What follows belongs to an exercise in optimizing a design on an open flow for small area, a short achievable clock period and few clock cycles per item; a production flow would make more cautious choices.
The RTL was checked by simulation tests, not by an equivalence proof against the original design.
Power figures rest on the tool's default switching activity, not on a simulated workload.

== v28 ==
// fpu_mult_arb
module fpu_mult_arb
#(
   parameter int NUM_REQ = 4
)(
   input  logic                    clk,
   input  logic                    rst,
   input  logic [NUM_REQ-1:0]      req_valid,
   output logic [NUM_REQ-1:0]      req_ready,
   input  logic [NUM_REQ*FP_W-1:0] req_a,
   input  logic [NUM_REQ*FP_W-1:0] req_b,
   output logic [NUM_REQ-1:0]      rsp_valid,
   input  logic [NUM_REQ-1:0]      rsp_ready,
   output logic [FP_W-1:0]         rsp_data,
   output logic                    busy
);
Size: about 2000 cells after synthesis.
clock: 9.0 ns
lec_check: 0
cap_margin: 0
core_margin: 2
core_utilization: 60
slew_margin: 0
synth_hierarchical: 1
synth_minimum_keep_size: 0
tns_end_percent: 0
standard.sh (not shown) runs the stock make flow with config.mk's settings and CLKGATE_MAP_FILE= SYNTH_SCRIPT=/design/flow/synth_recipe.tcl, a recipe that flattens the netlist after the stock synthesis.
==> flow/flow/run.sh <==
#!/bin/bash
# Layout flow: the standard layout (standard.sh: the standard synthesis,
# floorplan, power grid, placement, CTS and routing, all unchanged) with two
# settings of how the layout is made:
#   - every input and output port still gets its own buffer, but a
#     sky130_fd_sc_hd__buf_1 instead of the delay cell buffer_ports picks;
set -euo pipefail
MARGIN=5.7
cd "$(dirname "$0")/.."
bash standard.sh "BUFFER_PORTS_ARGS=-buffer_cell sky130_fd_sc_hd__buf_1" \
   "SETUP_SLACK_MARGIN=$MARGIN" finish > standard.log 2>&1
Testbench counts of v28, summed over its fixed seeds: cycles 3,232, items 3,200.
Setup changes, v28 to v11
Settings: changing CAP_MARGIN from 0 to 20; setting PLACE_DENSITY to 0.75 for the first time; changing SLEW_MARGIN from 0 to 20.
-- flow/flow/run.sh --
<<< v28, line 6
#     sky130_fd_sc_hd__buf_1 instead of the delay cell buffer_ports picks;
set -euo pipefail
MARGIN=5.7
cd "$(dirname "$0")/.."
bash standard.sh "BUFFER_PORTS_ARGS=-buffer_cell sky130_fd_sc_hd__buf_1" \
>>> v11, line 6
#     sky130_fd_sc_hd__buf_1 instead of the delay cell buffer_ports picks;
set -euo pipefail
MARGIN=5.8
cd "$(dirname "$0")/.."
bash standard.sh "BUFFER_PORTS_ARGS=-buffer_cell sky130_fd_sc_hd__buf_1" \
## What came out
v11 has completed all stages; timing, DRC and antenna checks passed. v28 → v11: sequential share of layout area held; post-route minimum period shows a reduction of 0.16 ns; clock network area share moved down; combinational power dropped about 7%; routed wire length fell by 1.6%.
Setup changes, v11 to v1
Settings: a deleted PLACE_DENSITY that had been 0.75.
### Flow results
- Between v11 and v1, the cell area after layout does not differ in any meaningful way.
- On sequential power, v1 and v11 are neck and neck.
- Comparing v1 with v11, the area growth from synthesis to layout came out essentially unchanged.
- As far as tightest hold margin is concerned, v1 and v11 perform about the same.
- Comparing the two runs side by side, v1 comes out behind v11 on wire length.
- v1 ends up with higher total power than v11 does.
- Diff v11 -> v1: total power divided by cell area shows an increase of 3.0%, switching share of power up 0.63 points, global-route wire length before repair up 1000 µm, vias after detailed routing fell by 223.

========
== v6 ==
Another version of the RTL of fpu_mult_arb (not shown whole).
Size in the first run: ~270 flip-flops, about 0.023 sq mm of cells after synthesis.
export LEC_CHECK = 0
export CAP_MARGIN = 0
export CORE_MARGIN = 2
export CORE_UTILIZATION = 60
export SLEW_MARGIN = 0
export SYNTH_HIERARCHICAL = 1
export SYNTH_MINIMUM_KEEP_SIZE = 0
export TNS_END_PERCENT = 0
create_clock -name core_clock -period 9.0 [get_ports {clk}]
==> flow/flow/run.sh <==
#!/bin/bash
set -euo pipefail
MARGIN=5.8
cd "$(dirname "$0")/.."
bash standard.sh "BUFFER_PORTS_ARGS=-buffer_cell sky130_fd_sc_hd__buf_1" \
   "SETUP_SLACK_MARGIN=$MARGIN" finish > standard.log 2>&1
v6 finished every stage and its layout cleared the timing, design-rule and antenna checks.
Testbench counts of v6, summed over its fixed seeds: cycles 3,232, items 3,200.
## Diff of input files: v7 against v6
Settings: changing TNS_END_PERCENT from 0 to 10.
==> flow/flow/run.sh <==
#!/bin/bash
set -euo pipefail
MARGIN=5.9
cd "$(dirname "$0")/.."
bash standard.sh "BUFFER_PORTS_ARGS=-buffer_cell sky130_fd_sc_hd__buf_1" \
   "SETUP_SLACK_MARGIN=$MARGIN" finish > standard.log 2>&1
- The setup skew after layout in v7 sits 0.027 ns above the value recorded for v6.
- Against v6, v7 comes in about 2.2% lower on final weighted congestion in routability-driven placement.
- Wire length of the first global-routing pass up 3000 microns in v7 wrt v6
- On met3 track demand over resource, the lower figure sits with v6, not v7.
- Compared v7 vs v6, and worst hold margin is up in v7.
- In v7, the delay of the slowest critical-path stage came out 0.04 ns below the value in v6.

========
RTL: one of the versions met above, not the one the previous note started from.
Size in the first run: about 2000 cells after synthesis, ~310 flip-flops, ~310 I/O pins.
// fpu_mult_arb
module fpu_mult_arb
#(
   parameter int NUM_REQ = 4
)(
   input  logic                    clk,
   input  logic                    rst,
   input  logic [NUM_REQ-1:0]      req_valid,
   output logic [NUM_REQ-1:0]      req_ready,
   input  logic [NUM_REQ*FP_W-1:0] req_a,
   input  logic [NUM_REQ*FP_W-1:0] req_b,
   output logic [NUM_REQ-1:0]      rsp_valid,
   input  logic [NUM_REQ-1:0]      rsp_ready,
   output logic [FP_W-1:0]         rsp_data,
   output logic                    busy
);
export LEC_CHECK = 0
export CAP_MARGIN = 20
export CORE_MARGIN = 2
export CORE_UTILIZATION = 60
export SLEW_MARGIN = 20
export SYNTH_HIERARCHICAL = 1
export SYNTH_MINIMUM_KEEP_SIZE = 0
export TNS_END_PERCENT = 0
create_clock -name core_clock -period 9.0 [get_ports {clk}]
==> flow/flow/run.sh <==
#!/bin/bash
# Layout flow: the standard layout (standard.sh: the standard synthesis,
# floorplan, power grid, placement, CTS and routing, all unchanged) with two
# settings of how the layout is made:
#   - every input and output port still gets its own buffer, but a
#     sky130_fd_sc_hd__buf_1 instead of the delay cell buffer_ports picks;
set -euo pipefail
MARGIN=6.0
cd "$(dirname "$0")/.."
bash standard.sh "BUFFER_PORTS_ARGS=-buffer_cell sky130_fd_sc_hd__buf_1" \
   "SETUP_SLACK_MARGIN=$MARGIN" finish > standard.log 2>&1
The starting point ran to the end with no violations.
Testbench counts at the start, summed over its fixed seeds: cycles 3,232, items 3,200.
Change:
--- a/flow/flow/run.sh
+++ b/flow/flow/run.sh
@@ -7,3 +7,3 @@
 set -euo pipefail
-MARGIN=6.0
+MARGIN=5.8
 cd "$(dirname "$0")/.."
ABC_AREA = 1   (was default)
CAP_MARGIN = 0   (was 20)
SLEW_MARGIN = 0   (was 20)
The new run finished clean.
Cell count came out higher by well over a third.
Sequential share of layout area came out lower by 1.0 points.
Via count came out higher by well over a third.
Setup slack got worse by 140 ps.
Final area came out higher by a few percent.

==> what the ideal ports hide <==
The results above use ideal ports. As a check the final layouts listed here were re-extracted and re-timed, cells and wires unchanged. Step 1: set_driving_cell puts a clkbuf_16 on clk and a buf_2 on each other input, an assumption about the parent block. Step 2, shift: input delay + t, output delay - t, t = (earliest + latest rising clock arrival at the registers) / 2. This alone moves slack from input paths to output paths. Three values: ideal, step 1, step 2; two values: the first two.
run | shift t [ns] | setup WS [ns] | latest minus earliest clock arrival (ns) | worst slew at a driven data input, ns | cell pins on the clock port's net
v28 | 0.605 | 5.674 / 5.674 / 5.351 | 0.028 / 0.028 | 0.10 | 1
v11 | 0.588 | 5.830 / 5.830 / 5.409 | 0.022 / 0.022 | 0.06 | 1
v1 | 0.600 | 5.798 / 5.798 / 5.358 | 0.044 / 0.044 | 0.12 | 1
v6 | 0.639 | 5.759 / 5.759 / 5.237 | 0.017 / 0.017 | 0.13 | 1
v7 | 0.635 | 5.802 / 5.802 / 5.295 | 0.045 / 0.045 | 0.11 | 1
the first run of note 3 | 0.601 | 5.896 / 5.896 / 5.439 | 0.027 / 0.027 | 0.17 | 1
the second run of note 3 | 0.627 | 5.761 / 5.761 / 5.531 | 0.016 / 0.016 | 0.17 | 1
After both steps setup and hold are still met in every run listed. The setup slack of v6, which loses most, moves by 0.000 ns with the drivers and by -0.522 ns with both steps.
